This design comes from an exercise in tuning for small area and a short achievable clock period on the open sky130 flow, not from production work. Only simulation tests tie the RTL to the original design; equivalence was not proved.

==> flow/design.v, too long to show whole: its modules and the start of the top module <==
// module pipe_delay: 11 lines
// module recip_table: 52 lines
// module recover_chan: 10 lines
// module dehaze_top: 1172 lines
module dehaze_top #(
    parameter int image_pixels = (512 * 512)
) (
    input  logic         clk,
    input  logic         rst,
    input  logic         in_valid,
    input  logic [215:0] window,
    input  logic [23:0]  light,
    input  logic [47:0]  inv_light,
    output logic [23:0]  pixel_out,
    output logic         out_valid,
    output logic         done
);
  // ...
==> flow/run.sh <==
#!/bin/bash
# synth_recipe.tcl (not shown) runs the flow's synth.tcl, then flattens the netlist and writes it again
# the make line also repeats each setting of config.mk as NAME=value (left out here)
make -C /OpenROAD-flow-scripts/flow DESIGN_CONFIG=/design/flow/config.mk WORK_HOME=/design/flow/orfs CLKGATE_MAP_FILE= SYNTH_SCRIPT=/design/flow/synth_recipe.tcl finish
==> flow/config.mk <==
export PLATFORM = sky130hd
export DESIGN_NAME = dehaze_top
export DESIGN_NICKNAME = dehaze_top
export VERILOG_FILES = /design/flow/design.v
export SDC_FILE = /design/flow/constraint.sdc
export NUM_CORES = 4
export LEC_CHECK = 0
export ABC_AREA = 1
export CAP_MARGIN = 20
export CORE_MARGIN = 2
export CORE_UTILIZATION = 55
export PLACE_DENSITY = 0.8
export SETUP_SLACK_MARGIN = 5
export SLEW_MARGIN = 20
==> flow/constraint.sdc <==
create_clock -name core_clock -period 9.0 [get_ports {clk}]
set_input_delay 1.8000 -clock core_clock [delete_from_list [all_inputs] [get_ports {clk}]]
set_output_delay 1.8000 -clock core_clock [all_outputs]
set_load 0.01 [all_outputs]
==> impl_results.md, run 1 <==
- Post-synth EDFFs: 0
- Met2 Resource Use GR: a little over three fifths
- DR vias: 42,200
- Crit Path Class: flip-flop to flip-flop
- Mapped cell area: about 44,000 um2
- Register area share after synthesis: ~29%
- Min-Delay Startpoint: r1.dout[16]$_DFF_P_
- Critical Path AT: 4.50 ns
- Worst hold path class: flip-flop to flip-flop
- FF-to-FF path depth: 9
- Top post-synthesis cells by area: dfxtp_1, fa_1, nand2_1
- Setup slack, reg-to-reg: 4.97 ns
- Port bufs: about 320
- Drt total wl: between 150 and 200 mm
- Largest register FFs: 159
- Worst Tran Pin Value: around 1.1 ns
- Largest area contributor in the netlist: dfxtp_1
- Reg with most FFs: r1.dout
- Critical path required time: between 9 and 10 ns
- Highest-delay cell along the critical path: o31ai_1
- # hold bufs at CTS: 0
- Sequential portion of the cell area: between 20 and 30%
- Crit path max fanout: between 40 and 50
- CP top delay family: buffers and inverters
- Area delta synth->final: 14.9%
- Status: complete, no violations
- Fin cells: about 7,200
- Pre-antenna DRT Iters: 9
- DRC: 0
- Pin count of the biggest net entering global routing: 52
- Cell depth of the worst setup path: 9
- Grt ovf: 0
==> module recip_table, before the edit <==
module recip_table (
    input  logic [7:0]  s,
    output logic [15:0] r,
    output logic [17:0] r3
);
    localparam logic [256*20-1:0] table_r = {
        256'h0a0000a0000a0000a0000a0000a0000a0000a0000a0000a0000a0000a0000a00,
        256'h00a0000a0000a0000a0000a0000a0000a0000a0000a0000a0000a0000a0000a0,
        256'h0009a80094f008f8008ac0086600820007e0007a40076b8073600700006d3806,
        256'ha64067b006520062b00600005e2805c0005a00058000563c05474052c00511c0,
        256'h4f8804e0004c9004b28049cc0487e0473c04600044d8043b40429a0418804080,
        256'h03f8003e8803d9803cb003bcc03af003a18039480387e037ba036fa036400358,
        256'ha034da0342e03384032e003241031a60310d0307a02fe002f5c02ed002e4802d,
        256'hc402d4202cc302c4702bce02b5802ae202a7202a000299802928028c00285a02,
        256'h7f00279402732026d3026760261a025c00256802511024bc0246802416023c40,
        256'h237602328022dc0229002248021fc021b60216f0212a020e6020a30206102000,
        256'h01fe001fa101f6301f2501ee901eae01e7401e3c01e0001dca01d9201d5c01d2,
        256'h701cf201cbe01c8b01c5801c2601bf501bc401b9501b6501b3701b0901adb01a,
        256'hb001a8201a5701a2c01a00019d8019ae019850195c019340190d018e4018bf01,
        256'h899018740184f0182a01800017e2017be0179b01778017560173401713016f20,
        256'h16d1016b10169101671016520163301614015f6015d8015ba0159d0158001563,
        256'h015470152a0150f014f3014d8014bd014a2014880146d014530143a014200140,
        256'h7013ee013d5013bd013a50138c013750135d013460132f0131801300012eb012,
        256'hd5012be012a8012930127d01268012530123e0122a0121501200011ec011d801,
        256'h1c5011b10119e0118a0117701164011510113f0112c0111a01107010f5010e40,
        256'h10d2010c0010af0109d0108c0107b0106a010590104901038010280101801000
    };
    localparam logic [256*20-1:0] table_r3 = {
        256'h1e0001e0001e0001e0001e0001e0001e0001e0001e0001e0001e0001e0001e00,
        256'h01e0001e0001e0001e0001e0001e0001e0001e0001e0001e0001e0001e0001e0,
        256'h001cf801bed01ae801a040193201860017a0016ec01642815a2015000147a813,
        256'hf2c1371012f60128101200011a781140010e0010800102b40fd5c0f8400f3540,
        256'hee980ea000e5b00e1780dd640d97a0d5b40d2000ce880cb1c0c7ce0c4980c180,
        256'h0be800bb980b8c80b6100b3640b0d00ae480abd80a97a0a72e0a4ee0a2c00a09,
        256'he09e8e09c8a09a8c098a0096c3094f2093270916e08fa008e1408c7008ad8089,
        256'h4c087c608649084d50836a08208080a607f5607e0007cc807b7807a400790e07,
        256'h7d0076bc0759607479073620724e071400703806f3306e3406d3806c4206b4c0,
        256'h6a620697806894067b0066d8065f4065220644d0637e062b2061e90612306000,
        256'h05fa005ee305e2905d6f05cbb05c0a05b5c05ab405a000595e058b6058140577,
        256'h5056d60563a055a10550805472053df0534c052bf0522f051a50511b05091050,
        256'h1004f8604f0504e8404e0004d8804d0a04c8f04c1404b9c04b2704aac04a3d04,
        256'h9cb0495c048ed0487e04800047a60473a046d104668046020459c04539044d60,
        256'h447304413043b304353042f6042990423c041e2041880412e040d70408004029,
        256'h03fd503f7e03f2d03ed903e8803e3703de603d9803d4703cf903cae03c6003c1,
        256'h503bca03b7f03b3703aef03aa403a5f03a17039d20398d0394803900038c1038,
        256'h7f0383a037f8037b90377703738036f9036ba0367e0363f03600035c40358803,
        256'h54f03513034da0349e034650342c033f3033bd033840334e03315032df032ac0,
        256'h3276032400320d031d7031a4031710313e0310b030db030a8030780304803000
    };
    assign r  = table_r[20*s +: 16];
    assign r3 = table_r3[20*s +: 18];
endmodule
==> inputs of run 2 (changes only) <==
--- a/flow/design.v
+++ b/flow/design.v
@@ -17,53 +17,25 @@
 module recip_table (
     input  logic [7:0]  s,
-    output logic [15:0] r,
-    output logic [17:0] r3
+    output logic [15:0] r
 );
-    localparam logic [256*20-1:0] table_r = {
-        256'h0a0000a0000a0000a0000a0000a0000a0000a0000a0000a0000a0000a0000a00,
-        256'h00a0000a0000a0000a0000a0000a0000a0000a0000a0000a0000a0000a0000a0,
-        256'h0009a80094f008f8008ac0086600820007e0007a40076b8073600700006d3806,
-        256'ha64067b006520062b00600005e2805c0005a00058000563c05474052c00511c0,
-        256'h4f8804e0004c9004b28049cc0487e0473c04600044d8043b40429a0418804080,
-        256'h03f8003e8803d9803cb003bcc03af003a18039480387e037ba036fa036400358,
-        256'ha034da0342e03384032e003241031a60310d0307a02fe002f5c02ed002e4802d,
-        256'hc402d4202cc302c4702bce02b5802ae202a7202a000299802928028c00285a02,
-        256'h7f00279402732026d3026760261a025c00256802511024bc0246802416023c40,
-        256'h237602328022dc0229002248021fc021b60216f0212a020e6020a30206102000,
-        256'h01fe001fa101f6301f2501ee901eae01e7401e3c01e0001dca01d9201d5c01d2,
-        256'h701cf201cbe01c8b01c5801c2601bf501bc401b9501b6501b3701b0901adb01a,
-        256'hb001a8201a5701a2c01a00019d8019ae019850195c019340190d018e4018bf01,
-        256'h899018740184f0182a01800017e2017be0179b01778017560173401713016f20,
-        256'h16d1016b10169101671016520163301614015f6015d8015ba0159d0158001563,
-        256'h015470152a0150f014f3014d8014bd014a2014880146d014530143a014200140,
-        256'h7013ee013d5013bd013a50138c013750135d013460132f0131801300012eb012,
-        256'hd5012be012a8012930127d01268012530123e0122a0121501200011ec011d801,
-        256'h1c5011b10119e0118a0117701164011510113f0112c0111a01107010f5010e40,
-        256'h10d2010c0010af0109d0108c0107b0106a010590104901038010280101801000
+    localparam logic [256*16-1:0] table_r = {
+        256'ha000a000a000a000a000a000a000a000a000a000a000a000a000a000a000a000,
+        256'ha000a000a000a000a000a000a000a000a000a0009a8094f08f808ac086608200,
+        256'h7e007a4076b8736070006d386a6467b0652062b060005e285c005a005800563c,
+        256'h547452c0511c4f884e004c904b2849cc487e473c460044d843b4429a41884080,
+        256'h3f803e883d983cb03bcc3af03a183948387e37ba36fa3640358a34da342e3384,
+        256'h32e0324131a6310d307a2fe02f5c2ed02e482dc42d422cc32c472bce2b582ae2,
+        256'h2a722a002998292828c0285a27f02794273226d32676261a25c02568251124bc,
+        256'h2468241623c42376232822dc2290224821fc21b6216f212a20e620a320612000,
+        256'h1fe01fa11f631f251ee91eae1e741e3c1e001dca1d921d5c1d271cf21cbe1c8b,
+        256'h1c581c261bf51bc41b951b651b371b091adb1ab01a821a571a2c1a0019d819ae,
+        256'h1985195c1934190d18e418bf18991874184f182a180017e217be179b17781756,
+        256'h1734171316f216d116b11691167116521633161415f615d815ba159d15801563,
+        256'h1547152a150f14f314d814bd14a21488146d1453143a1420140713ee13d513bd,
+        256'h13a5138c1375135d1346132f1318130012eb12d512be12a81293127d12681253,
+        256'h123e122a1215120011ec11d811c511b1119e118a117711641151113f112c111a,
+        256'h110710f510e410d210c010af109d108c107b106a105910491038102810181000
     };
-    localparam logic [256*20-1:0] table_r3 = {
-        256'h1e0001e0001e0001e0001e0001e0001e0001e0001e0001e0001e0001e0001e00,
-        256'h01e0001e0001e0001e0001e0001e0001e0001e0001e0001e0001e0001e0001e0,
-        256'h001cf801bed01ae801a040193201860017a0016ec01642815a2015000147a813,
-        256'hf2c1371012f60128101200011a781140010e0010800102b40fd5c0f8400f3540,
-        256'hee980ea000e5b00e1780dd640d97a0d5b40d2000ce880cb1c0c7ce0c4980c180,
-        256'h0be800bb980b8c80b6100b3640b0d00ae480abd80a97a0a72e0a4ee0a2c00a09,
-        256'he09e8e09c8a09a8c098a0096c3094f2093270916e08fa008e1408c7008ad8089,
-        256'h4c087c608649084d50836a08208080a607f5607e0007cc807b7807a400790e07,
-        256'h7d0076bc0759607479073620724e071400703806f3306e3406d3806c4206b4c0,
-        256'h6a620697806894067b0066d8065f4065220644d0637e062b2061e90612306000,
-        256'h05fa005ee305e2905d6f05cbb05c0a05b5c05ab405a000595e058b6058140577,
-        256'h5056d60563a055a10550805472053df0534c052bf0522f051a50511b05091050,
-        256'h1004f8604f0504e8404e0004d8804d0a04c8f04c1404b9c04b2704aac04a3d04,
-        256'h9cb0495c048ed0487e04800047a60473a046d104668046020459c04539044d60,
-        256'h447304413043b304353042f6042990423c041e2041880412e040d70408004029,
-        256'h03fd503f7e03f2d03ed903e8803e3703de603d9803d4703cf903cae03c6003c1,
-        256'h503bca03b7f03b3703aef03aa403a5f03a17039d20398d0394803900038c1038,
-        256'h7f0383a037f8037b90377703738036f9036ba0367e0363f03600035c40358803,
-        256'h54f03513034da0349e034650342c033f3033bd033840334e03315032df032ac0,
-        256'h3276032400320d031d7031a4031710313e0310b030db030a8030780304803000
-    };
-    assign r  = table_r[20*s +: 16];
-    assign r3 = table_r3[20*s +: 18];
+    assign r  = table_r[16*s +: 16];
 endmodule
 `default_nettype wire
@@ -99,5 +71,4 @@
     localparam int cnt_w = $clog2(image_pixels + 1);
     logic [11:0] sa_r2, sb_r2, sa_g2, sb_g2, sa_b2, sb_b2;
-    logic [11:0] sum_r, sum_g, sum_b;
     logic [47:0] il2, il3;
     logic [23:0] p2, a2, p3, a3, p4, a4, p5, a5, a6, a7;
@@ -108,5 +79,5 @@
     logic [15:0] r, r6;
     logic [17:0] r3, r36;
-    logic [23:0] d;
+    logic [23:0] d, d6;
     logic [2:0]  up, up6, up7;
     logic [23:0] q, q7;
@@ -306,4 +277,36 @@
     logic mur_27, mur_28;
     logic mur_29, mur_30;
+    logic mur_31, mur_32;
+    logic mur_33, mur_34;
+    logic mur_35, mur_36;
+    logic mur_37, mur_38;
+    logic mur_39, mur_40;
+    logic mur_41, mur_42;
+    logic mur_43, mur_44;
+    logic mur_45, mur_46;
+    logic mur_47, mur_48;
+    logic mur_49, mur_50;
+    logic mur_51, mur_52;
+    logic mur_53, mur_54;
+    logic mur_55, mur_56;
+    logic mur_57, mur_58;
+    logic mur_59, mur_60;
+    logic mur_61, mur_62;
+    logic mur_63, mur_64;
+    logic mur_65, mur_66;
+    logic mur_67, mur_68;
+    logic mur_69, mur_70;
+    logic mur_71, mur_72;
+    logic mur_73, mur_74;
+    logic mur_75, mur_76;
+    logic mur_77, mur_78;
+    logic mur_79, mur_80;
+    logic mur_81, mur_82;
+    logic mur_83, mur_84;
+    logic mur_85, mur_86;
+    logic mur_87, mur_88;
+    logic mur_89, mur_90;
+    logic mur_91, mur_92;
+    logic mur_93, mur_94;
     logic [17:0] m57_r;
     logic mug_1, mug_2;
@@ -322,4 +325,36 @@
     logic mug_27, mug_28;
     logic mug_29, mug_30;
+    logic mug_31, mug_32;
+    logic mug_33, mug_34;
+    logic mug_35, mug_36;
+    logic mug_37, mug_38;
+    logic mug_39, mug_40;
+    logic mug_41, mug_42;
+    logic mug_43, mug_44;
+    logic mug_45, mug_46;
+    logic mug_47, mug_48;
+    logic mug_49, mug_50;
+    logic mug_51, mug_52;
+    logic mug_53, mug_54;
+    logic mug_55, mug_56;
+    logic mug_57, mug_58;
+    logic mug_59, mug_60;
+    logic mug_61, mug_62;
+    logic mug_63, mug_64;
+    logic mug_65, mug_66;
+    logic mug_67, mug_68;
+    logic mug_69, mug_70;
+    logic mug_71, mug_72;
+    logic mug_73, mug_74;
+    logic mug_75, mug_76;
+    logic mug_77, mug_78;
+    logic mug_79, mug_80;
+    logic mug_81, mug_82;
+    logic mug_83, mug_84;
+    logic mug_85, mug_86;
+    logic mug_87, mug_88;
+    logic mug_89, mug_90;
+    logic mug_91, mug_92;
+    logic mug_93, mug_94;
     logic [17:0] m57_g;
     logic mub_1, mub_2;
@@ -338,4 +373,36 @@
     logic mub_27, mub_28;
     logic mub_29, mub_30;
+    logic mub_31, mub_32;
+    logic mub_33, mub_34;
+    logic mub_35, mub_36;
+    logic mub_37, mub_38;
+    logic mub_39, mub_40;
+    logic mub_41, mub_42;
+    logic mub_43, mub_44;
+    logic mub_45, mub_46;
+    logic mub_47, mub_48;
+    logic mub_49, mub_50;
+    logic mub_51, mub_52;
+    logic mub_53, mub_54;
+    logic mub_55, mub_56;
+    logic mub_57, mub_58;
+    logic mub_59, mub_60;
+    logic mub_61, mub_62;
+    logic mub_63, mub_64;
+    logic mub_65, mub_66;
+    logic mub_67, mub_68;
+    logic mub_69, mub_70;
+    logic mub_71, mub_72;
+    logic mub_73, mub_74;
+    logic mub_75, mub_76;
+    logic mub_77, mub_78;
+    logic mub_79, mub_80;
+    logic mub_81, mub_82;
+    logic mub_83, mub_84;
+    logic mub_85, mub_86;
+    logic mub_87, mub_88;
+    logic mub_89, mub_90;
+    logic mub_91, mub_92;
+    logic mub_93, mub_94;
     logic [17:0] m57_b;
     logic dp_1, dp_2;
@@ -825,97 +892,289 @@
     assign sa_b = {1'b0, s9b_116, s9b_114, s9b_112, s9b_110, s9b_108, s9b_106, s9b_104, s9b_102, s9b_100, s9b_98, s9b_97};
     assign sb_b = {1'b0, 1'b0, s9b_115, s9b_113, s9b_111, s9b_109, s9b_107, s9b_105, s9b_103, s9b_101, s9b_99, window[192]};
-    assign mur_1 = ~sum_r[0] ^ sum_r[3];
-    assign mur_2 = ~sum_r[0] & sum_r[3];
-    assign mur_3 = ~sum_r[1] ^ sum_r[4];
-    assign mur_4 = ~sum_r[1] & sum_r[4];
-    assign mur_5 = ~sum_r[2] ^ sum_r[5];
-    assign mur_6 = ~sum_r[2] & sum_r[5];
-    assign mur_7 = sum_r[0] ^ ~sum_r[3] ^ sum_r[6];
-    assign mur_8 = (sum_r[0] & ~sum_r[3]) | (sum_r[0] & sum_r[6]) | (~sum_r[3] & sum_r[6]);
-    assign mur_9 = sum_r[1] ^ ~sum_r[4] ^ sum_r[7];
-    assign mur_10 = (sum_r[1] & ~sum_r[4]) | (sum_r[1] & sum_r[7]) | (~sum_r[4] & sum_r[7]);
-    assign mur_11 = sum_r[2] ^ ~sum_r[5] ^ sum_r[8];
-    assign mur_12 = (sum_r[2] & ~sum_r[5]) | (sum_r[2] & sum_r[8]) | (~sum_r[5] & sum_r[8]);
-    assign mur_13 = sum_r[3] ^ ~sum_r[6] ^ sum_r[9];
-    assign mur_14 = (sum_r[3] & ~sum_r[6]) | (sum_r[3] & sum_r[9]) | (~sum_r[6] & sum_r[9]);
-    assign mur_15 = sum_r[4] ^ ~sum_r[7] ^ sum_r[10];
-    assign mur_16 = (sum_r[4] & ~sum_r[7]) | (sum_r[4] & sum_r[10]) | (~sum_r[7] & sum_r[10]);
-    assign mur_17 = sum_r[5] ^ ~sum_r[8] ^ sum_r[11];
-    assign mur_18 = (sum_r[5] & ~sum_r[8]) | (sum_r[5] & sum_r[11]) | (~sum_r[8] & sum_r[11]);
-    assign mur_19 = sum_r[6] ^ ~sum_r[9];
-    assign mur_20 = sum_r[6] & ~sum_r[9];
-    assign mur_21 = sum_r[7] ^ ~sum_r[10];
-    assign mur_22 = sum_r[7] & ~sum_r[10];
-    assign mur_23 = sum_r[8] ^ ~sum_r[11];
-    assign mur_24 = sum_r[8] & ~sum_r[11];
-    assign mur_25 = sum_r[9] ^ 1'b1;
-    assign mur_26 = sum_r[9] & 1'b1;
-    assign mur_27 = sum_r[10] ^ 1'b1;
-    assign mur_28 = sum_r[10] & 1'b1;
-    assign mur_29 = sum_r[11] ^ 1'b1;
-    assign mur_30 = sum_r[11] & 1'b1;
-    assign m57_r = {mur_28, mur_26, mur_24, mur_22, mur_20, mur_18, mur_16, mur_14, mur_12, mur_10, mur_8, mur_6, mur_4, mur_2, mur_1, sum_r[2], sum_r[1], sum_r[0]} + {mur_29, mur_27, mur_25, mur_23, mur_21, mur_19, mur_17, mur_15, mur_13, mur_11, mur_9, mur_7, mur_5, mur_3, 1'b1, 1'b0, 1'b0, 1'b0};
-    assign mug_1 = ~sum_g[0] ^ sum_g[3];
-    assign mug_2 = ~sum_g[0] & sum_g[3];
-    assign mug_3 = ~sum_g[1] ^ sum_g[4];
-    assign mug_4 = ~sum_g[1] & sum_g[4];
-    assign mug_5 = ~sum_g[2] ^ sum_g[5];
-    assign mug_6 = ~sum_g[2] & sum_g[5];
-    assign mug_7 = sum_g[0] ^ ~sum_g[3] ^ sum_g[6];
-    assign mug_8 = (sum_g[0] & ~sum_g[3]) | (sum_g[0] & sum_g[6]) | (~sum_g[3] & sum_g[6]);
-    assign mug_9 = sum_g[1] ^ ~sum_g[4] ^ sum_g[7];
-    assign mug_10 = (sum_g[1] & ~sum_g[4]) | (sum_g[1] & sum_g[7]) | (~sum_g[4] & sum_g[7]);
-    assign mug_11 = sum_g[2] ^ ~sum_g[5] ^ sum_g[8];
-    assign mug_12 = (sum_g[2] & ~sum_g[5]) | (sum_g[2] & sum_g[8]) | (~sum_g[5] & sum_g[8]);
-    assign mug_13 = sum_g[3] ^ ~sum_g[6] ^ sum_g[9];
-    assign mug_14 = (sum_g[3] & ~sum_g[6]) | (sum_g[3] & sum_g[9]) | (~sum_g[6] & sum_g[9]);
-    assign mug_15 = sum_g[4] ^ ~sum_g[7] ^ sum_g[10];
-    assign mug_16 = (sum_g[4] & ~sum_g[7]) | (sum_g[4] & sum_g[10]) | (~sum_g[7] & sum_g[10]);
-    assign mug_17 = sum_g[5] ^ ~sum_g[8] ^ sum_g[11];
-    assign mug_18 = (sum_g[5] & ~sum_g[8]) | (sum_g[5] & sum_g[11]) | (~sum_g[8] & sum_g[11]);
-    assign mug_19 = sum_g[6] ^ ~sum_g[9];
-    assign mug_20 = sum_g[6] & ~sum_g[9];
-    assign mug_21 = sum_g[7] ^ ~sum_g[10];
-    assign mug_22 = sum_g[7] & ~sum_g[10];
-    assign mug_23 = sum_g[8] ^ ~sum_g[11];
-    assign mug_24 = sum_g[8] & ~sum_g[11];
-    assign mug_25 = sum_g[9] ^ 1'b1;
-    assign mug_26 = sum_g[9] & 1'b1;
-    assign mug_27 = sum_g[10] ^ 1'b1;
-    assign mug_28 = sum_g[10] & 1'b1;
-    assign mug_29 = sum_g[11] ^ 1'b1;
-    assign mug_30 = sum_g[11] & 1'b1;
-    assign m57_g = {mug_28, mug_26, mug_24, mug_22, mug_20, mug_18, mug_16, mug_14, mug_12, mug_10, mug_8, mug_6, mug_4, mug_2, mug_1, sum_g[2], sum_g[1], sum_g[0]} + {mug_29, mug_27, mug_25, mug_23, mug_21, mug_19, mug_17, mug_15, mug_13, mug_11, mug_9, mug_7, mug_5, mug_3, 1'b1, 1'b0, 1'b0, 1'b0};
-    assign mub_1 = ~sum_b[0] ^ sum_b[3];
-    assign mub_2 = ~sum_b[0] & sum_b[3];
-    assign mub_3 = ~sum_b[1] ^ sum_b[4];
-    assign mub_4 = ~sum_b[1] & sum_b[4];
-    assign mub_5 = ~sum_b[2] ^ sum_b[5];
-    assign mub_6 = ~sum_b[2] & sum_b[5];
-    assign mub_7 = sum_b[0] ^ ~sum_b[3] ^ sum_b[6];
-    assign mub_8 = (sum_b[0] & ~sum_b[3]) | (sum_b[0] & sum_b[6]) | (~sum_b[3] & sum_b[6]);
-    assign mub_9 = sum_b[1] ^ ~sum_b[4] ^ sum_b[7];
-    assign mub_10 = (sum_b[1] & ~sum_b[4]) | (sum_b[1] & sum_b[7]) | (~sum_b[4] & sum_b[7]);
-    assign mub_11 = sum_b[2] ^ ~sum_b[5] ^ sum_b[8];
-    assign mub_12 = (sum_b[2] & ~sum_b[5]) | (sum_b[2] & sum_b[8]) | (~sum_b[5] & sum_b[8]);
-    assign mub_13 = sum_b[3] ^ ~sum_b[6] ^ sum_b[9];
-    assign mub_14 = (sum_b[3] & ~sum_b[6]) | (sum_b[3] & sum_b[9]) | (~sum_b[6] & sum_b[9]);
-    assign mub_15 = sum_b[4] ^ ~sum_b[7] ^ sum_b[10];
-    assign mub_16 = (sum_b[4] & ~sum_b[7]) | (sum_b[4] & sum_b[10]) | (~sum_b[7] & sum_b[10]);
-    assign mub_17 = sum_b[5] ^ ~sum_b[8] ^ sum_b[11];
-    assign mub_18 = (sum_b[5] & ~sum_b[8]) | (sum_b[5] & sum_b[11]) | (~sum_b[8] & sum_b[11]);
-    assign mub_19 = sum_b[6] ^ ~sum_b[9];
-    assign mub_20 = sum_b[6] & ~sum_b[9];
-    assign mub_21 = sum_b[7] ^ ~sum_b[10];
-    assign mub_22 = sum_b[7] & ~sum_b[10];
-    assign mub_23 = sum_b[8] ^ ~sum_b[11];
-    assign mub_24 = sum_b[8] & ~sum_b[11];
-    assign mub_25 = sum_b[9] ^ 1'b1;
-    assign mub_26 = sum_b[9] & 1'b1;
-    assign mub_27 = sum_b[10] ^ 1'b1;
-    assign mub_28 = sum_b[10] & 1'b1;
-    assign mub_29 = sum_b[11] ^ 1'b1;
-    assign mub_30 = sum_b[11] & 1'b1;
-    assign m57_b = {mub_28, mub_26, mub_24, mub_22, mub_20, mub_18, mub_16, mub_14, mub_12, mub_10, mub_8, mub_6, mub_4, mub_2, mub_1, sum_b[2], sum_b[1], sum_b[0]} + {mub_29, mub_27, mub_25, mub_23, mub_21, mub_19, mub_17, mub_15, mub_13, mub_11, mub_9, mub_7, mub_5, mub_3, 1'b1, 1'b0, 1'b0, 1'b0};
+    assign mur_1 = ~sa_r2[1] ^ sa_r2[4];
+    assign mur_2 = ~sa_r2[1] & sa_r2[4];
+    assign mur_3 = ~sa_r2[2] ^ sa_r2[5];
+    assign mur_4 = ~sa_r2[2] & sa_r2[5];
+    assign mur_5 = sa_r2[0] ^ ~sa_r2[3] ^ sa_r2[6];
+    assign mur_6 = (sa_r2[0] & ~sa_r2[3]) | (sa_r2[0] & sa_r2[6]) | (~sa_r2[3] & sa_r2[6]);
+    assign mur_7 = sb_r2[0] ^ ~sb_r2[3];
+    assign mur_8 = sb_r2[0] & ~sb_r2[3];
+    assign mur_9 = sa_r2[1] ^ ~sa_r2[4] ^ sa_r2[7];
+    assign mur_10 = (sa_r2[1] & ~sa_r2[4]) | (sa_r2[1] & sa_r2[7]) | (~sa_r2[4] & sa_r2[7]);
+    assign mur_11 = sb_r2[1] ^ ~sb_r2[4] ^ sb_r2[7];
+    assign mur_12 = (sb_r2[1] & ~sb_r2[4]) | (sb_r2[1] & sb_r2[7]) | (~sb_r2[4] & sb_r2[7]);
+    assign mur_13 = sa_r2[2] ^ ~sa_r2[5] ^ sa_r2[8];
+    assign mur_14 = (sa_r2[2] & ~sa_r2[5]) | (sa_r2[2] & sa_r2[8]) | (~sa_r2[5] & sa_r2[8]);
+    assign mur_15 = sb_r2[2] ^ ~sb_r2[5] ^ sb_r2[8];
+    assign mur_16 = (sb_r2[2] & ~sb_r2[5]) | (sb_r2[2] & sb_r2[8]) | (~sb_r2[5] & sb_r2[8]);
+    assign mur_17 = sa_r2[3] ^ ~sa_r2[6] ^ sa_r2[9];
+    assign mur_18 = (sa_r2[3] & ~sa_r2[6]) | (sa_r2[3] & sa_r2[9]) | (~sa_r2[6] & sa_r2[9]);
+    assign mur_19 = sb_r2[3] ^ ~sb_r2[6] ^ sb_r2[9];
+    assign mur_20 = (sb_r2[3] & ~sb_r2[6]) | (sb_r2[3] & sb_r2[9]) | (~sb_r2[6] & sb_r2[9]);
+    assign mur_21 = sa_r2[4] ^ ~sa_r2[7] ^ sa_r2[10];
+    assign mur_22 = (sa_r2[4] & ~sa_r2[7]) | (sa_r2[4] & sa_r2[10]) | (~sa_r2[7] & sa_r2[10]);
+    assign mur_23 = sb_r2[4] ^ ~sb_r2[7] ^ sb_r2[10];
+    assign mur_24 = (sb_r2[4] & ~sb_r2[7]) | (sb_r2[4] & sb_r2[10]) | (~sb_r2[7] & sb_r2[10]);
+    assign mur_25 = sa_r2[5] ^ ~sa_r2[8] ^ sa_r2[11];
+    assign mur_26 = (sa_r2[5] & ~sa_r2[8]) | (sa_r2[5] & sa_r2[11]) | (~sa_r2[8] & sa_r2[11]);
+    assign mur_27 = sb_r2[5] ^ ~sb_r2[8] ^ sb_r2[11];
+    assign mur_28 = (sb_r2[5] & ~sb_r2[8]) | (sb_r2[5] & sb_r2[11]) | (~sb_r2[8] & sb_r2[11]);
+    assign mur_29 = sa_r2[6] ^ ~sa_r2[9] ^ sb_r2[6];
+    assign mur_30 = (sa_r2[6] & ~sa_r2[9]) | (sa_r2[6] & sb_r2[6]) | (~sa_r2[9] & sb_r2[6]);
+    assign mur_31 = sa_r2[7] ^ ~sa_r2[10];
+    assign mur_32 = sa_r2[7] & ~sa_r2[10];
+    assign mur_33 = sa_r2[8] ^ ~sa_r2[11];
+    assign mur_34 = sa_r2[8] & ~sa_r2[11];
+    assign mur_35 = ~sa_r2[0] ^ sa_r2[3];
+    assign mur_36 = ~sa_r2[0] & sa_r2[3];
+    assign mur_37 = mur_1 ^ ~sb_r2[1] ^ sb_r2[4];
+    assign mur_38 = (mur_1 & ~sb_r2[1]) | (mur_1 & sb_r2[4]) | (~sb_r2[1] & sb_r2[4]);
+    assign mur_39 = mur_2 ^ mur_3 ^ ~sb_r2[2];
+    assign mur_40 = (mur_2 & mur_3) | (mur_2 & ~sb_r2[2]) | (mur_3 & ~sb_r2[2]);
+    assign mur_41 = mur_4 ^ mur_5 ^ mur_7;
+    assign mur_42 = (mur_4 & mur_5) | (mur_4 & mur_7) | (mur_5 & mur_7);
+    assign mur_43 = mur_6 ^ mur_8 ^ mur_9;
+    assign mur_44 = (mur_6 & mur_8) | (mur_6 & mur_9) | (mur_8 & mur_9);
+    assign mur_45 = mur_10 ^ mur_12 ^ mur_13;
+    assign mur_46 = (mur_10 & mur_12) | (mur_10 & mur_13) | (mur_12 & mur_13);
+    assign mur_47 = mur_14 ^ mur_16 ^ mur_17;
+    assign mur_48 = (mur_14 & mur_16) | (mur_14 & mur_17) | (mur_16 & mur_17);
+    assign mur_49 = mur_18 ^ mur_20 ^ mur_21;
+    assign mur_50 = (mur_18 & mur_20) | (mur_18 & mur_21) | (mur_20 & mur_21);
+    assign mur_51 = mur_22 ^ mur_24 ^ mur_25;
+    assign mur_52 = (mur_22 & mur_24) | (mur_22 & mur_25) | (mur_24 & mur_25);
+    assign mur_53 = mur_26 ^ mur_28 ^ mur_29;
+    assign mur_54 = (mur_26 & mur_28) | (mur_26 & mur_29) | (mur_28 & mur_29);
+    assign mur_55 = mur_30 ^ mur_31 ^ sb_r2[7];
+    assign mur_56 = (mur_30 & mur_31) | (mur_30 & sb_r2[7]) | (mur_31 & sb_r2[7]);
+    assign mur_57 = mur_32 ^ mur_33 ^ sb_r2[8];
+    assign mur_58 = (mur_32 & mur_33) | (mur_32 & sb_r2[8]) | (mur_33 & sb_r2[8]);
+    assign mur_59 = mur_34 ^ sa_r2[9];
+    assign mur_60 = mur_34 & sa_r2[9];
+    assign mur_61 = sa_r2[10] ^ sb_r2[10];
+    assign mur_62 = sa_r2[10] & sb_r2[10];
+    assign mur_63 = sa_r2[11] ^ sb_r2[11];
+    assign mur_64 = sa_r2[11] & sb_r2[11];
+    assign mur_65 = mur_35 ^ ~sb_r2[0];
+    assign mur_66 = mur_35 & ~sb_r2[0];
+    assign mur_67 = mur_36 ^ mur_37 ^ 1'b1;
+    assign mur_68 = (mur_36 & mur_37) | (mur_36 & 1'b1) | (mur_37 & 1'b1);
+    assign mur_69 = mur_38 ^ mur_39 ^ sb_r2[5];
+    assign mur_70 = (mur_38 & mur_39) | (mur_38 & sb_r2[5]) | (mur_39 & sb_r2[5]);
+    assign mur_71 = mur_40 ^ mur_41 ^ sb_r2[6];
+    assign mur_72 = (mur_40 & mur_41) | (mur_40 & sb_r2[6]) | (mur_41 & sb_r2[6]);
+    assign mur_73 = mur_42 ^ mur_43 ^ mur_11;
+    assign mur_74 = (mur_42 & mur_43) | (mur_42 & mur_11) | (mur_43 & mur_11);
+    assign mur_75 = mur_44 ^ mur_45 ^ mur_15;
+    assign mur_76 = (mur_44 & mur_45) | (mur_44 & mur_15) | (mur_45 & mur_15);
+    assign mur_77 = mur_46 ^ mur_47 ^ mur_19;
+    assign mur_78 = (mur_46 & mur_47) | (mur_46 & mur_19) | (mur_47 & mur_19);
+    assign mur_79 = mur_48 ^ mur_49 ^ mur_23;
+    assign mur_80 = (mur_48 & mur_49) | (mur_48 & mur_23) | (mur_49 & mur_23);
+    assign mur_81 = mur_50 ^ mur_51 ^ mur_27;
+    assign mur_82 = (mur_50 & mur_51) | (mur_50 & mur_27) | (mur_51 & mur_27);
+    assign mur_83 = mur_52 ^ mur_53 ^ ~sb_r2[9];
+    assign mur_84 = (mur_52 & mur_53) | (mur_52 & ~sb_r2[9]) | (mur_53 & ~sb_r2[9]);
+    assign mur_85 = mur_54 ^ mur_55 ^ ~sb_r2[10];
+    assign mur_86 = (mur_54 & mur_55) | (mur_54 & ~sb_r2[10]) | (mur_55 & ~sb_r2[10]);
+    assign mur_87 = mur_56 ^ mur_57 ^ ~sb_r2[11];
+    assign mur_88 = (mur_56 & mur_57) | (mur_56 & ~sb_r2[11]) | (mur_57 & ~sb_r2[11]);
+    assign mur_89 = mur_58 ^ mur_59 ^ sb_r2[9];
+    assign mur_90 = (mur_58 & mur_59) | (mur_58 & sb_r2[9]) | (mur_59 & sb_r2[9]);
+    assign mur_91 = mur_60 ^ mur_61 ^ 1'b1;
+    assign mur_92 = (mur_60 & mur_61) | (mur_60 & 1'b1) | (mur_61 & 1'b1);
+    assign mur_93 = mur_62 ^ mur_63 ^ 1'b1;
+    assign mur_94 = (mur_62 & mur_63) | (mur_62 & 1'b1) | (mur_63 & 1'b1);
+    assign m57_r = {mur_92, mur_90, mur_88, mur_86, mur_84, mur_82, mur_80, mur_78, mur_76, mur_74, mur_72, mur_70, mur_68, mur_66, mur_65, sa_r2[2], sa_r2[1], sa_r2[0]} + {mur_93, mur_91, mur_89, mur_87, mur_85, mur_83, mur_81, mur_79, mur_77, mur_75, mur_73, mur_71, mur_69, mur_67, sb_r2[3], sb_r2[2], sb_r2[1], sb_r2[0]};
+    assign mug_1 = ~sa_g2[1] ^ sa_g2[4];
+    assign mug_2 = ~sa_g2[1] & sa_g2[4];
+    assign mug_3 = ~sa_g2[2] ^ sa_g2[5];
+    assign mug_4 = ~sa_g2[2] & sa_g2[5];
+    assign mug_5 = sa_g2[0] ^ ~sa_g2[3] ^ sa_g2[6];
+    assign mug_6 = (sa_g2[0] & ~sa_g2[3]) | (sa_g2[0] & sa_g2[6]) | (~sa_g2[3] & sa_g2[6]);
+    assign mug_7 = sb_g2[0] ^ ~sb_g2[3];
+    assign mug_8 = sb_g2[0] & ~sb_g2[3];
+    assign mug_9 = sa_g2[1] ^ ~sa_g2[4] ^ sa_g2[7];
+    assign mug_10 = (sa_g2[1] & ~sa_g2[4]) | (sa_g2[1] & sa_g2[7]) | (~sa_g2[4] & sa_g2[7]);
+    assign mug_11 = sb_g2[1] ^ ~sb_g2[4] ^ sb_g2[7];
+    assign mug_12 = (sb_g2[1] & ~sb_g2[4]) | (sb_g2[1] & sb_g2[7]) | (~sb_g2[4] & sb_g2[7]);
+    assign mug_13 = sa_g2[2] ^ ~sa_g2[5] ^ sa_g2[8];
+    assign mug_14 = (sa_g2[2] & ~sa_g2[5]) | (sa_g2[2] & sa_g2[8]) | (~sa_g2[5] & sa_g2[8]);
+    assign mug_15 = sb_g2[2] ^ ~sb_g2[5] ^ sb_g2[8];
+    assign mug_16 = (sb_g2[2] & ~sb_g2[5]) | (sb_g2[2] & sb_g2[8]) | (~sb_g2[5] & sb_g2[8]);
+    assign mug_17 = sa_g2[3] ^ ~sa_g2[6] ^ sa_g2[9];
+    assign mug_18 = (sa_g2[3] & ~sa_g2[6]) | (sa_g2[3] & sa_g2[9]) | (~sa_g2[6] & sa_g2[9]);
+    assign mug_19 = sb_g2[3] ^ ~sb_g2[6] ^ sb_g2[9];
+    assign mug_20 = (sb_g2[3] & ~sb_g2[6]) | (sb_g2[3] & sb_g2[9]) | (~sb_g2[6] & sb_g2[9]);
+    assign mug_21 = sa_g2[4] ^ ~sa_g2[7] ^ sa_g2[10];
+    assign mug_22 = (sa_g2[4] & ~sa_g2[7]) | (sa_g2[4] & sa_g2[10]) | (~sa_g2[7] & sa_g2[10]);
+    assign mug_23 = sb_g2[4] ^ ~sb_g2[7] ^ sb_g2[10];
+    assign mug_24 = (sb_g2[4] & ~sb_g2[7]) | (sb_g2[4] & sb_g2[10]) | (~sb_g2[7] & sb_g2[10]);
+    assign mug_25 = sa_g2[5] ^ ~sa_g2[8] ^ sa_g2[11];
+    assign mug_26 = (sa_g2[5] & ~sa_g2[8]) | (sa_g2[5] & sa_g2[11]) | (~sa_g2[8] & sa_g2[11]);
+    assign mug_27 = sb_g2[5] ^ ~sb_g2[8] ^ sb_g2[11];
+    assign mug_28 = (sb_g2[5] & ~sb_g2[8]) | (sb_g2[5] & sb_g2[11]) | (~sb_g2[8] & sb_g2[11]);
+    assign mug_29 = sa_g2[6] ^ ~sa_g2[9] ^ sb_g2[6];
+    assign mug_30 = (sa_g2[6] & ~sa_g2[9]) | (sa_g2[6] & sb_g2[6]) | (~sa_g2[9] & sb_g2[6]);
+    assign mug_31 = sa_g2[7] ^ ~sa_g2[10];
+    assign mug_32 = sa_g2[7] & ~sa_g2[10];
+    assign mug_33 = sa_g2[8] ^ ~sa_g2[11];
+    assign mug_34 = sa_g2[8] & ~sa_g2[11];
+    assign mug_35 = ~sa_g2[0] ^ sa_g2[3];
+    assign mug_36 = ~sa_g2[0] & sa_g2[3];
+    assign mug_37 = mug_1 ^ ~sb_g2[1] ^ sb_g2[4];
+    assign mug_38 = (mug_1 & ~sb_g2[1]) | (mug_1 & sb_g2[4]) | (~sb_g2[1] & sb_g2[4]);
+    assign mug_39 = mug_2 ^ mug_3 ^ ~sb_g2[2];
+    assign mug_40 = (mug_2 & mug_3) | (mug_2 & ~sb_g2[2]) | (mug_3 & ~sb_g2[2]);
+    assign mug_41 = mug_4 ^ mug_5 ^ mug_7;
+    assign mug_42 = (mug_4 & mug_5) | (mug_4 & mug_7) | (mug_5 & mug_7);
+    assign mug_43 = mug_6 ^ mug_8 ^ mug_9;
+    assign mug_44 = (mug_6 & mug_8) | (mug_6 & mug_9) | (mug_8 & mug_9);
+    assign mug_45 = mug_10 ^ mug_12 ^ mug_13;
+    assign mug_46 = (mug_10 & mug_12) | (mug_10 & mug_13) | (mug_12 & mug_13);
+    assign mug_47 = mug_14 ^ mug_16 ^ mug_17;
+    assign mug_48 = (mug_14 & mug_16) | (mug_14 & mug_17) | (mug_16 & mug_17);
+    assign mug_49 = mug_18 ^ mug_20 ^ mug_21;
+    assign mug_50 = (mug_18 & mug_20) | (mug_18 & mug_21) | (mug_20 & mug_21);
+    assign mug_51 = mug_22 ^ mug_24 ^ mug_25;
+    assign mug_52 = (mug_22 & mug_24) | (mug_22 & mug_25) | (mug_24 & mug_25);
+    assign mug_53 = mug_26 ^ mug_28 ^ mug_29;
+    assign mug_54 = (mug_26 & mug_28) | (mug_26 & mug_29) | (mug_28 & mug_29);
+    assign mug_55 = mug_30 ^ mug_31 ^ sb_g2[7];
+    assign mug_56 = (mug_30 & mug_31) | (mug_30 & sb_g2[7]) | (mug_31 & sb_g2[7]);
+    assign mug_57 = mug_32 ^ mug_33 ^ sb_g2[8];
+    assign mug_58 = (mug_32 & mug_33) | (mug_32 & sb_g2[8]) | (mug_33 & sb_g2[8]);
+    assign mug_59 = mug_34 ^ sa_g2[9];
+    assign mug_60 = mug_34 & sa_g2[9];
+    assign mug_61 = sa_g2[10] ^ sb_g2[10];
+    assign mug_62 = sa_g2[10] & sb_g2[10];
+    assign mug_63 = sa_g2[11] ^ sb_g2[11];
+    assign mug_64 = sa_g2[11] & sb_g2[11];
+    assign mug_65 = mug_35 ^ ~sb_g2[0];
+    assign mug_66 = mug_35 & ~sb_g2[0];
+    assign mug_67 = mug_36 ^ mug_37 ^ 1'b1;
+    assign mug_68 = (mug_36 & mug_37) | (mug_36 & 1'b1) | (mug_37 & 1'b1);
+    assign mug_69 = mug_38 ^ mug_39 ^ sb_g2[5];
+    assign mug_70 = (mug_38 & mug_39) | (mug_38 & sb_g2[5]) | (mug_39 & sb_g2[5]);
+    assign mug_71 = mug_40 ^ mug_41 ^ sb_g2[6];
+    assign mug_72 = (mug_40 & mug_41) | (mug_40 & sb_g2[6]) | (mug_41 & sb_g2[6]);
+    assign mug_73 = mug_42 ^ mug_43 ^ mug_11;
+    assign mug_74 = (mug_42 & mug_43) | (mug_42 & mug_11) | (mug_43 & mug_11);
+    assign mug_75 = mug_44 ^ mug_45 ^ mug_15;
+    assign mug_76 = (mug_44 & mug_45) | (mug_44 & mug_15) | (mug_45 & mug_15);
+    assign mug_77 = mug_46 ^ mug_47 ^ mug_19;
+    assign mug_78 = (mug_46 & mug_47) | (mug_46 & mug_19) | (mug_47 & mug_19);
+    assign mug_79 = mug_48 ^ mug_49 ^ mug_23;
+    assign mug_80 = (mug_48 & mug_49) | (mug_48 & mug_23) | (mug_49 & mug_23);
+    assign mug_81 = mug_50 ^ mug_51 ^ mug_27;
+    assign mug_82 = (mug_50 & mug_51) | (mug_50 & mug_27) | (mug_51 & mug_27);
+    assign mug_83 = mug_52 ^ mug_53 ^ ~sb_g2[9];
+    assign mug_84 = (mug_52 & mug_53) | (mug_52 & ~sb_g2[9]) | (mug_53 & ~sb_g2[9]);
+    assign mug_85 = mug_54 ^ mug_55 ^ ~sb_g2[10];
+    assign mug_86 = (mug_54 & mug_55) | (mug_54 & ~sb_g2[10]) | (mug_55 & ~sb_g2[10]);
+    assign mug_87 = mug_56 ^ mug_57 ^ ~sb_g2[11];
+    assign mug_88 = (mug_56 & mug_57) | (mug_56 & ~sb_g2[11]) | (mug_57 & ~sb_g2[11]);
+    assign mug_89 = mug_58 ^ mug_59 ^ sb_g2[9];
+    assign mug_90 = (mug_58 & mug_59) | (mug_58 & sb_g2[9]) | (mug_59 & sb_g2[9]);
+    assign mug_91 = mug_60 ^ mug_61 ^ 1'b1;
+    assign mug_92 = (mug_60 & mug_61) | (mug_60 & 1'b1) | (mug_61 & 1'b1);
+    assign mug_93 = mug_62 ^ mug_63 ^ 1'b1;
+    assign mug_94 = (mug_62 & mug_63) | (mug_62 & 1'b1) | (mug_63 & 1'b1);
+    assign m57_g = {mug_92, mug_90, mug_88, mug_86, mug_84, mug_82, mug_80, mug_78, mug_76, mug_74, mug_72, mug_70, mug_68, mug_66, mug_65, sa_g2[2], sa_g2[1], sa_g2[0]} + {mug_93, mug_91, mug_89, mug_87, mug_85, mug_83, mug_81, mug_79, mug_77, mug_75, mug_73, mug_71, mug_69, mug_67, sb_g2[3], sb_g2[2], sb_g2[1], sb_g2[0]};
+    assign mub_1 = ~sa_b2[1] ^ sa_b2[4];
+    assign mub_2 = ~sa_b2[1] & sa_b2[4];
+    assign mub_3 = ~sa_b2[2] ^ sa_b2[5];
+    assign mub_4 = ~sa_b2[2] & sa_b2[5];
+    assign mub_5 = sa_b2[0] ^ ~sa_b2[3] ^ sa_b2[6];
+    assign mub_6 = (sa_b2[0] & ~sa_b2[3]) | (sa_b2[0] & sa_b2[6]) | (~sa_b2[3] & sa_b2[6]);
+    assign mub_7 = sb_b2[0] ^ ~sb_b2[3];
+    assign mub_8 = sb_b2[0] & ~sb_b2[3];
+    assign mub_9 = sa_b2[1] ^ ~sa_b2[4] ^ sa_b2[7];
+    assign mub_10 = (sa_b2[1] & ~sa_b2[4]) | (sa_b2[1] & sa_b2[7]) | (~sa_b2[4] & sa_b2[7]);
+    assign mub_11 = sb_b2[1] ^ ~sb_b2[4] ^ sb_b2[7];
+    assign mub_12 = (sb_b2[1] & ~sb_b2[4]) | (sb_b2[1] & sb_b2[7]) | (~sb_b2[4] & sb_b2[7]);
+    assign mub_13 = sa_b2[2] ^ ~sa_b2[5] ^ sa_b2[8];
+    assign mub_14 = (sa_b2[2] & ~sa_b2[5]) | (sa_b2[2] & sa_b2[8]) | (~sa_b2[5] & sa_b2[8]);
+    assign mub_15 = sb_b2[2] ^ ~sb_b2[5] ^ sb_b2[8];
+    assign mub_16 = (sb_b2[2] & ~sb_b2[5]) | (sb_b2[2] & sb_b2[8]) | (~sb_b2[5] & sb_b2[8]);
+    assign mub_17 = sa_b2[3] ^ ~sa_b2[6] ^ sa_b2[9];
+    assign mub_18 = (sa_b2[3] & ~sa_b2[6]) | (sa_b2[3] & sa_b2[9]) | (~sa_b2[6] & sa_b2[9]);
+    assign mub_19 = sb_b2[3] ^ ~sb_b2[6] ^ sb_b2[9];
+    assign mub_20 = (sb_b2[3] & ~sb_b2[6]) | (sb_b2[3] & sb_b2[9]) | (~sb_b2[6] & sb_b2[9]);
+    assign mub_21 = sa_b2[4] ^ ~sa_b2[7] ^ sa_b2[10];
+    assign mub_22 = (sa_b2[4] & ~sa_b2[7]) | (sa_b2[4] & sa_b2[10]) | (~sa_b2[7] & sa_b2[10]);
+    assign mub_23 = sb_b2[4] ^ ~sb_b2[7] ^ sb_b2[10];
+    assign mub_24 = (sb_b2[4] & ~sb_b2[7]) | (sb_b2[4] & sb_b2[10]) | (~sb_b2[7] & sb_b2[10]);
+    assign mub_25 = sa_b2[5] ^ ~sa_b2[8] ^ sa_b2[11];
+    assign mub_26 = (sa_b2[5] & ~sa_b2[8]) | (sa_b2[5] & sa_b2[11]) | (~sa_b2[8] & sa_b2[11]);
+    assign mub_27 = sb_b2[5] ^ ~sb_b2[8] ^ sb_b2[11];
+    assign mub_28 = (sb_b2[5] & ~sb_b2[8]) | (sb_b2[5] & sb_b2[11]) | (~sb_b2[8] & sb_b2[11]);
+    assign mub_29 = sa_b2[6] ^ ~sa_b2[9] ^ sb_b2[6];
+    assign mub_30 = (sa_b2[6] & ~sa_b2[9]) | (sa_b2[6] & sb_b2[6]) | (~sa_b2[9] & sb_b2[6]);
+    assign mub_31 = sa_b2[7] ^ ~sa_b2[10];
+    assign mub_32 = sa_b2[7] & ~sa_b2[10];
+    assign mub_33 = sa_b2[8] ^ ~sa_b2[11];
+    assign mub_34 = sa_b2[8] & ~sa_b2[11];
+    assign mub_35 = ~sa_b2[0] ^ sa_b2[3];
+    assign mub_36 = ~sa_b2[0] & sa_b2[3];
+    assign mub_37 = mub_1 ^ ~sb_b2[1] ^ sb_b2[4];
+    assign mub_38 = (mub_1 & ~sb_b2[1]) | (mub_1 & sb_b2[4]) | (~sb_b2[1] & sb_b2[4]);
+    assign mub_39 = mub_2 ^ mub_3 ^ ~sb_b2[2];
+    assign mub_40 = (mub_2 & mub_3) | (mub_2 & ~sb_b2[2]) | (mub_3 & ~sb_b2[2]);
+    assign mub_41 = mub_4 ^ mub_5 ^ mub_7;
+    assign mub_42 = (mub_4 & mub_5) | (mub_4 & mub_7) | (mub_5 & mub_7);
+    assign mub_43 = mub_6 ^ mub_8 ^ mub_9;
+    assign mub_44 = (mub_6 & mub_8) | (mub_6 & mub_9) | (mub_8 & mub_9);
+    assign mub_45 = mub_10 ^ mub_12 ^ mub_13;
+    assign mub_46 = (mub_10 & mub_12) | (mub_10 & mub_13) | (mub_12 & mub_13);
+    assign mub_47 = mub_14 ^ mub_16 ^ mub_17;
+    assign mub_48 = (mub_14 & mub_16) | (mub_14 & mub_17) | (mub_16 & mub_17);
+    assign mub_49 = mub_18 ^ mub_20 ^ mub_21;
+    assign mub_50 = (mub_18 & mub_20) | (mub_18 & mub_21) | (mub_20 & mub_21);
+    assign mub_51 = mub_22 ^ mub_24 ^ mub_25;
+    assign mub_52 = (mub_22 & mub_24) | (mub_22 & mub_25) | (mub_24 & mub_25);
+    assign mub_53 = mub_26 ^ mub_28 ^ mub_29;
+    assign mub_54 = (mub_26 & mub_28) | (mub_26 & mub_29) | (mub_28 & mub_29);
+    assign mub_55 = mub_30 ^ mub_31 ^ sb_b2[7];
+    assign mub_56 = (mub_30 & mub_31) | (mub_30 & sb_b2[7]) | (mub_31 & sb_b2[7]);
+    assign mub_57 = mub_32 ^ mub_33 ^ sb_b2[8];
+    assign mub_58 = (mub_32 & mub_33) | (mub_32 & sb_b2[8]) | (mub_33 & sb_b2[8]);
+    assign mub_59 = mub_34 ^ sa_b2[9];
+    assign mub_60 = mub_34 & sa_b2[9];
+    assign mub_61 = sa_b2[10] ^ sb_b2[10];
+    assign mub_62 = sa_b2[10] & sb_b2[10];
+    assign mub_63 = sa_b2[11] ^ sb_b2[11];
+    assign mub_64 = sa_b2[11] & sb_b2[11];
+    assign mub_65 = mub_35 ^ ~sb_b2[0];
+    assign mub_66 = mub_35 & ~sb_b2[0];
+    assign mub_67 = mub_36 ^ mub_37 ^ 1'b1;
+    assign mub_68 = (mub_36 & mub_37) | (mub_36 & 1'b1) | (mub_37 & 1'b1);
+    assign mub_69 = mub_38 ^ mub_39 ^ sb_b2[5];
+    assign mub_70 = (mub_38 & mub_39) | (mub_38 & sb_b2[5]) | (mub_39 & sb_b2[5]);
+    assign mub_71 = mub_40 ^ mub_41 ^ sb_b2[6];
+    assign mub_72 = (mub_40 & mub_41) | (mub_40 & sb_b2[6]) | (mub_41 & sb_b2[6]);
+    assign mub_73 = mub_42 ^ mub_43 ^ mub_11;
+    assign mub_74 = (mub_42 & mub_43) | (mub_42 & mub_11) | (mub_43 & mub_11);
+    assign mub_75 = mub_44 ^ mub_45 ^ mub_15;
+    assign mub_76 = (mub_44 & mub_45) | (mub_44 & mub_15) | (mub_45 & mub_15);
+    assign mub_77 = mub_46 ^ mub_47 ^ mub_19;
+    assign mub_78 = (mub_46 & mub_47) | (mub_46 & mub_19) | (mub_47 & mub_19);
+    assign mub_79 = mub_48 ^ mub_49 ^ mub_23;
+    assign mub_80 = (mub_48 & mub_49) | (mub_48 & mub_23) | (mub_49 & mub_23);
+    assign mub_81 = mub_50 ^ mub_51 ^ mub_27;
+    assign mub_82 = (mub_50 & mub_51) | (mub_50 & mub_27) | (mub_51 & mub_27);
+    assign mub_83 = mub_52 ^ mub_53 ^ ~sb_b2[9];
+    assign mub_84 = (mub_52 & mub_53) | (mub_52 & ~sb_b2[9]) | (mub_53 & ~sb_b2[9]);
+    assign mub_85 = mub_54 ^ mub_55 ^ ~sb_b2[10];
+    assign mub_86 = (mub_54 & mub_55) | (mub_54 & ~sb_b2[10]) | (mub_55 & ~sb_b2[10]);
+    assign mub_87 = mub_56 ^ mub_57 ^ ~sb_b2[11];
+    assign mub_88 = (mub_56 & mub_57) | (mub_56 & ~sb_b2[11]) | (mub_57 & ~sb_b2[11]);
+    assign mub_89 = mub_58 ^ mub_59 ^ sb_b2[9];
+    assign mub_90 = (mub_58 & mub_59) | (mub_58 & sb_b2[9]) | (mub_59 & sb_b2[9]);
+    assign mub_91 = mub_60 ^ mub_61 ^ 1'b1;
+    assign mub_92 = (mub_60 & mub_61) | (mub_60 & 1'b1) | (mub_61 & 1'b1);
+    assign mub_93 = mub_62 ^ mub_63 ^ 1'b1;
+    assign mub_94 = (mub_62 & mub_63) | (mub_62 & 1'b1) | (mub_63 & 1'b1);
+    assign m57_b = {mub_92, mub_90, mub_88, mub_86, mub_84, mub_82, mub_80, mub_78, mub_76, mub_74, mub_72, mub_70, mub_68, mub_66, mub_65, sa_b2[2], sa_b2[1], sa_b2[0]} + {mub_93, mub_91, mub_89, mub_87, mub_85, mub_83, mub_81, mub_79, mub_77, mub_75, mub_73, mub_71, mub_69, mub_67, sb_b2[3], sb_b2[2], sb_b2[1], sb_b2[0]};
     assign dp_1 = ((hm0[1] & il4[6]) | (hm0[2] & il4[5]) | (hm0[3] & il34[6])) ^ ((hm1[1] & il4[4]) | (hm1[2] & il4[3]) | (hm1[3] & il34[4]));
     assign dp_2 = ((hm0[1] & il4[6]) | (hm0[2] & il4[5]) | (hm0[3] & il34[6])) & ((hm1[1] & il4[4]) | (hm1[2] & il4[3]) | (hm1[3] & il34[4]));
@@ -1179,4 +1438,6 @@
     assign xprod2 = {((hd2_3[3] & r36[17])), sc2_64, sc2_62, sc2_60, sc2_58, sc2_56, sc2_54, sc2_52, sc2_50, sc2_48, sc2_46, sc2_44, sc2_42, sc2_40, sc2_38, sc2_36, sc2_34, sc2_32, sc2_30, sc2_29, ((hd2_0[1] & r6[3]) | (hd2_0[2] & r6[2]) | (hd2_0[3] & r36[3])), ((hd2_0[1] & r6[2]) | (hd2_0[2] & r6[1]) | (hd2_0[3] & r36[2])), ((hd2_0[1] & r6[1]) | (hd2_0[2] & r6[0]) | (hd2_0[3] & r36[1])), ((hd2_0[1] & r6[0]) | (hd2_0[3] & r36[0]))} + {1'b0, ((hd2_3[2] & r6[15]) | (hd2_3[3] & r36[16])), sc2_63, sc2_61, sc2_59, sc2_57, sc2_55, sc2_53, sc2_51, sc2_49, sc2_47, sc2_45, sc2_43, sc2_41, sc2_39, sc2_37, sc2_35, sc2_33, sc2_31, ((hd2_2[1] & r6[0]) | (hd2_2[3] & r36[0])), ((hd2_1[1] & r6[1]) | (hd2_1[2] & r6[0]) | (hd2_1[3] & r36[1])), ((hd2_1[1] & r6[0]) | (hd2_1[3] & r36[0])), 1'b0, 1'b0};
     logic [cnt_w-1:0] pixel_count;
+    logic             at_limit;
+    assign at_limit = pixel_count == image_pixels[cnt_w-1:0];
     always_ff @(posedge clk or posedge rst) begin
         if (rst) begin
@@ -1184,10 +1445,6 @@
             done        <= 1'b0;
         end else begin
-            if (in_valid && pixel_count != image_pixels[cnt_w-1:0]) begin
-                pixel_count <= pixel_count + 1'b1;
-            end
-            if (pixel_count == image_pixels[cnt_w-1:0]) begin
-                done <= 1'b1;
-            end
+            pixel_count <= pixel_count + {{(cnt_w-1){1'b0}}, in_valid && !at_limit};
+            done        <= at_limit;
         end
     end
@@ -1204,7 +1461,4 @@
         .din({sa_r, sb_r, sa_g, sb_g, sa_b, sb_b, inv_light, window[4*24 +: 24], light}),
         .dout({sa_r2, sb_r2, sa_g2, sb_g2, sa_b2, sb_b2, il2, p2, a2}));
-    assign sum_r = sa_r2 + sb_r2;
-    assign sum_g = sa_g2 + sb_g2;
-    assign sum_b = sa_b2 + sb_b2;
     pipe_delay #(.width(24+48+48)) r2 (.clk(clk),
         .din({m57_r[16:9], m57_g[16:9], m57_b[16:9], il2, p2, a2}),
@@ -1229,19 +1483,23 @@
         .din({(|dark_prod[23:16]) ? 8'hFF : dark_prod[15:8], p4, a4}),
         .dout({s5, p5, a5}));
-    recip_table rt (.s(s5), .r(r), .r3(r3));
-    logic [47:0] d_digits;
+    recip_table rt (.s(s5), .r(r));
+    assign r3 = {2'b00, r} + {1'b0, r, 1'b0};
     for (genvar c = 0; c < 3; c++) begin : g_diff
         assign up[c] = p5[8*c +: 8] >= a5[8*c +: 8];
         assign d[8*c +: 8] = up[c] ? (p5[8*c +: 8] - a5[8*c +: 8]) : (a5[8*c +: 8] - p5[8*c +: 8]);
+    end
+    pipe_delay #(.width(16+18+24+3+24)) r5 (.clk(clk),
+        .din({r, r3, d, up, a5}),
+        .dout({r6, r36, d6, up6, a6}));
+    logic [47:0] d_digits;
+    for (genvar c = 0; c < 3; c++) begin : g_digit_c
         for (genvar i = 0; i < 4; i++) begin : g_digit
             for (genvar v = 0; v < 4; v++) begin : g_val
-                assign d_digits[16*c+4*i+v] = d[8*c+2*i +: 2] == v[1:0];
+                assign d_digits[16*c+4*i+v] = d6[8*c+2*i +: 2] == v[1:0];
             end
         end
     end
-    pipe_delay #(.width(16+18+48+3+24)) r5 (.clk(clk),
-        .din({r, r3, d_digits, up, a5}),
-        .dout({r6, r36, hd2_3, hd2_2, hd2_1, hd2_0, hd1_3, hd1_2, hd1_1, hd1_0,
-               hd0_3, hd0_2, hd0_1, hd0_0, up6, a6}));
+    assign {hd2_3, hd2_2, hd2_1, hd2_0, hd1_3, hd1_2, hd1_1, hd1_0,
+            hd0_3, hd0_2, hd0_1, hd0_0} = d_digits;
     assign q[7:0]   = (|xprod0[23:20]) ? 8'hFF : xprod0[19:12];
     assign q[15:8]  = (|xprod1[23:20]) ? 8'hFF : xprod1[19:12];
==> flow/flow/run.sh (new file) <==
#!/bin/bash
# The standard layout (standard.sh) with three changes to how the layout is made:
# 1. Synthesis is the standard flow's script with -noabc added to Yosys's synth command, so its quick ABC
#    pass does not remap the written-out adder trees before extract_fa turns them into full and
#    half adders (fewer inverters). Registers come out with the same count, names and cells.
# 2. Setup repair keeps improving paths until 5.5 ns of slack at the design's 9 ns clock.
# 3. The buffer on every input and output port is buf_1 instead of the default choice.
# The clock, the constraints and all the other steps are the standard ones.
set -euo pipefail
sed 's/yosys synth -nofsm -noshare /yosys synth -nofsm -noshare -noabc /' synth_recipe.tcl > own_synth.tcl
grep -q -- '-noabc' own_synth.tcl
bash standard.sh SYNTH_SCRIPT="$PWD/own_synth.tcl" SETUP_SLACK_MARGIN=5.5 \
    "BUFFER_PORTS_ARGS=-buffer_cell sky130_fd_sc_hd__buf_1" finish > standard_flow.log 2>&1
==> flow/standard.sh (new file) <==
#!/bin/bash
# synth_recipe.tcl (not shown) runs the flow's synth.tcl, then flattens the netlist and writes it again
# the make line also repeats each setting of config.mk as NAME=value (left out here)
make -C /OpenROAD-flow-scripts/flow DESIGN_CONFIG=/design/flow/config.mk WORK_HOME=/design/flow/orfs CLKGATE_MAP_FILE= SYNTH_SCRIPT=/design/flow/synth_recipe.tcl "${@:-finish}"
--- a/flow/config.mk
+++ b/flow/config.mk
@@ -11,4 +11,3 @@
 export CORE_UTILIZATION = 55
 export PLACE_DENSITY = 0.8
-export SETUP_SLACK_MARGIN = 5
 export SLEW_MARGIN = 20
removed: flow/run.sh
==> impl_results.md, run 2 <==
- Worst Tran Pin Value: 0.741 ns (was 1.12 ns)
- Global-route wire length before repair: 212 mm (was 250 mm)
- Final setup violation count: 0 (unchanged)
- Max incr delay on CP: 0.64 ns (about the same)
- Grt ovf: 0 (unchanged)
- Main flop type after synthesis: dfxtp_1 (unchanged)
- # hold bufs at CTS: 0 (unchanged)
- Vias in the first global route: 39,600 (was 42,000)
- Critical Path Start Type: flip-flop (unchanged)
- Crit Path Class: flip-flop to flip-flop (unchanged)
- Antenna Nets Post-Route: 0 (unchanged)
- Area delta synth->final: 28.7% (was 14.9%)
- Critical path required time: 9.51 ns (was 9.47 ns)
- Synth Instances: 4,974 (was 5,820)
- CTS root buf: clkbuf_16 (unchanged)
- Port bufs: 316 (unchanged)
- Post-synth EDFFs: 0 (unchanged)
- Worst skew pair latency: 0.67 ns (was 0.64 ns)
- Largest register FFs: 159 (unchanged)
- Initial antenna violation count: 3 (was 10)
- Largest regs: r1.dout: 159 flops, r2.dout: 120 flops, r3r.dout: 93 flops (was r1.dout: 159 flops, r2.dout: 120 flops, r5.dout: 95 flops)
- Commonest cells post-synth: nand2_1, inv_1, dfxtp_1 (unchanged)
- Post-route cell area: 53,900 um2 (was 50,900 um2)
- Register area share after synthesis: 29.7% (was 28.5%)
- Pin count of the biggest net entering global routing: 49 (was 52)
- Hold slack: 0.314 ns (was 0.309 ns)
- Nets: 6,570 (was 6,990)
- Setup TNS: 0 ns (unchanged)
- WL met1: 53.0 mm (was 63.4 mm)
- CTS Buffer Depth: 3 (unchanged)
- Status: complete, no violations (unchanged)
- Critical Path AT: 4.43 ns (was 4.50 ns)
- Core Box Area: 75,600 um2 (was 80,200 um2)
- Die Y-Extent: 280 um (was 288 um)
- Crit path max fanout: 9 (was 47)
- Cell Chain, Critical Path: inv_2, nor2_4, buf_12, nand2_1, o221ai_2, fa_1, fa_1, ha_4, nand2_2, o21ai_1, nand2_1, a21oi_2, nor2_2, nand2_1, nand2_1, nand2_2, nand3_2, nor2_4, nand2_1 (was buf_4, clkinv_2, buf_4, nand2_1, nor2_1, o21ai_1, nand2_1, o31ai_1, nand3_1)
- Pre-antenna DRT Iters: 23 (was 9)
- Worst hold path class: flip-flop to flip-flop (unchanged)
- Critical path's most frequent cell: nand2_1
- Gp weighted congestion: 1.02 (was 1.06)
- Number of CTS-inserted buffers: 67 (was 66)
- Wire per inst: 23.1 um (was 23.6 um)
- Top Layer Used: met5 (unchanged)
- Syn_nets: 6,013 (was 6,774)
- Largest area contributor in the netlist: dfxtp_1 (unchanged)
- Synth cell types: 68 (unchanged)
- Synth Register Bits: 614 (was 625)
- Row cnt: 101 (was 104)
- Reg with most FFs: r1.dout (unchanged)
- TritonCTS clock tree: built (unchanged)
- Most common cell after layout, fill and taps aside: nand2_1 (unchanged)
- DRC: 0 (unchanged)
- Mapped cell area: 41,800 um2 (was 44,400 um2)
- Highest-delay cell along the critical path: fa_1 (was o31ai_1)
- Average vias per placed instance: 6.23 (was 5.90)
- CP endpoint kind: flip-flop (unchanged)
- Die ar.: 78,300 um2 (was 82,900 um2)
- Ports: 317 (unchanged)
- Asr flop ratio synth: 4.40% (was 4.32%)
- Drt total wl: 152 mm (was 169 mm)
- CP top delay family: adder cells (was buffers and inverters)
- Top post-synthesis cells by area: dfxtp_1, fa_1, ha_1 (was dfxtp_1, fa_1, nand2_1)
- Die width: 280 um (was 288 um)
- DR vias: 40,900 (was 42,200)
- Fmax: 255 MHz (was 248 MHz)
- 1st-iter DRT viols: 4,967 (was 4,469)
- DP HPWL: 94.0 mm (was 128 mm)
- Core Util, Final: 71.3% (was 63.6%)
- Met3 wire len: 15.9 mm (was 18.5 mm)
run 2: cell count changes in the layout (fill, tap and decap cells not counted), moves of 80 or more:
cell	before	now
o21ai_0	237	141
nand3_1	364	223
ha_4	0	80
nand2_1	1373	990
a21oi_1	401	201
fa_2	5	95
nor2_1	334	212
o221ai_1	14	121
buf_4	37	262
buf_1	0	316
inv_1	852	553
clkdlybuf4s50_1	308	0
run 2: worst reg2reg max path, stage by stage (launching register included):
cell	delay, ns
dfxtp_4	0.36
inv_2	0.10
nor2_4	0.07
buf_12	0.15
nand2_1	0.21
o221ai_2	0.27
fa_1	0.65
fa_1	0.49
ha_4	0.32
nand2_2	0.09
o21ai_1	0.18
nand2_1	0.12
a21oi_2	0.17
nor2_2	0.06
nand2_1	0.05
nand2_1	0.06
nand2_2	0.09
nand3_2	0.09
nor2_4	0.19
nand2_1	0.08
run 2: what timing repair did:
action | CTS | global route
gates resized for setup | 532 | 577
cloned | 12 | 6
buffers inserted | 160 | 148
endpoints found under the setup margin | 71 | 66
pin swaps | 117 | 251
run 2: per-stage QoR:
step | cells | setup WS, ns
2_1_floorplan | 4974 | 5.20
3_3_place_gp | 6114 | 4.12
3_5_place_dp | 6114 | 4.18
4_1_cts | 6407 | 5.45
5_1_grt | 6561 | 4.92
6_report | 6562 | 5.07
run 2: area by class of cell:
| cell class | count | area, um2 |
|---|---|---|
| sequential | 614 | 12700 |
| tap | 978 | 1220 |
| timing repair inverter | 5 | 37.5 |
| timing repair buffer | 647 | 4380 |
| clock inverter | 37 | 564 |
| inverter | 636 | 2570 |
| fill | 5172 | 21700 |
| clock buffer | 84 | 1820 |
| multi-input combinational | 3560 | 30600 |
| antenna | 1 | 2.50 |
run 2: logic make-up after synthesis:
group | share of synthesized area, %
simple gates | 17.8
compound gates | 13.0
buf+inv | 7.33
fa+ha+maj | 28.9
flops | 29.7
xor+xnor | 3.06
mux | 0.248
run 2: worst paths after layout:
path	from	to	slack [ns]	depth (start not counted)
min in group asynchronous	rst	vpipe[0]$_DFF_PP0_	1.20	2
worst max register to register	r5.dout[47]$_DFF_P_	r6r.dout[43]$_SDFF_PP1_	5.07	19
worst min register to register	r1.dout[81]$_DFF_P_	r2.dout[81]$_DFF_P_	0.31	0
worst min-delay path	r1.dout[81]$_DFF_P_	r2.dout[81]$_DFF_P_	0.31	0
worst max-delay path	r5.dout[47]$_DFF_P_	r6r.dout[43]$_SDFF_PP1_	5.07	19
max in group asynchronous	rst	pixel_count[15]$_DFF_PP0_	7.43	2
run 2: per-layer routing:
layer  GRT usage (%)  vias up
li1                -    17600
met1            40.9    19100
met5           0.250        -
met3            8.43     1142
met2            57.0     2998
met4            19.9        2

[separate check: timing with driven ports]
How much do the figures lean on ideal ports? The routed layouts below were timed once more, with nothing changed but the port constraints. Step 1 assumes that a clkbuf_16 drives the clock port and a buf_2 every other input. Step 2 also shifts input and output timing later by t, the mid clock arrival at the registers, as if the neighbouring blocks saw the same clock. Three values: no drivers, after step 1, after step 2; two values: the first two.
run | shift t [ns] | setup WS [ns] | worst setup path after step 2 | clock arrival spread, ns | cell pins on the clock port's net
run 1 | 0.698 | 4.969 / 4.969 / 4.387 | input to register | 0.037 / 0.037 | 1
run 2 | 0.718 | 5.072 / 5.072 / 4.882 | input to register | 0.051 / 0.051 | 1
After both steps setup and hold are still met in every run listed. For run 1, which loses most, drivers alone change the setup slack by 0.000 ns; drivers and shift together by -0.582 ns.
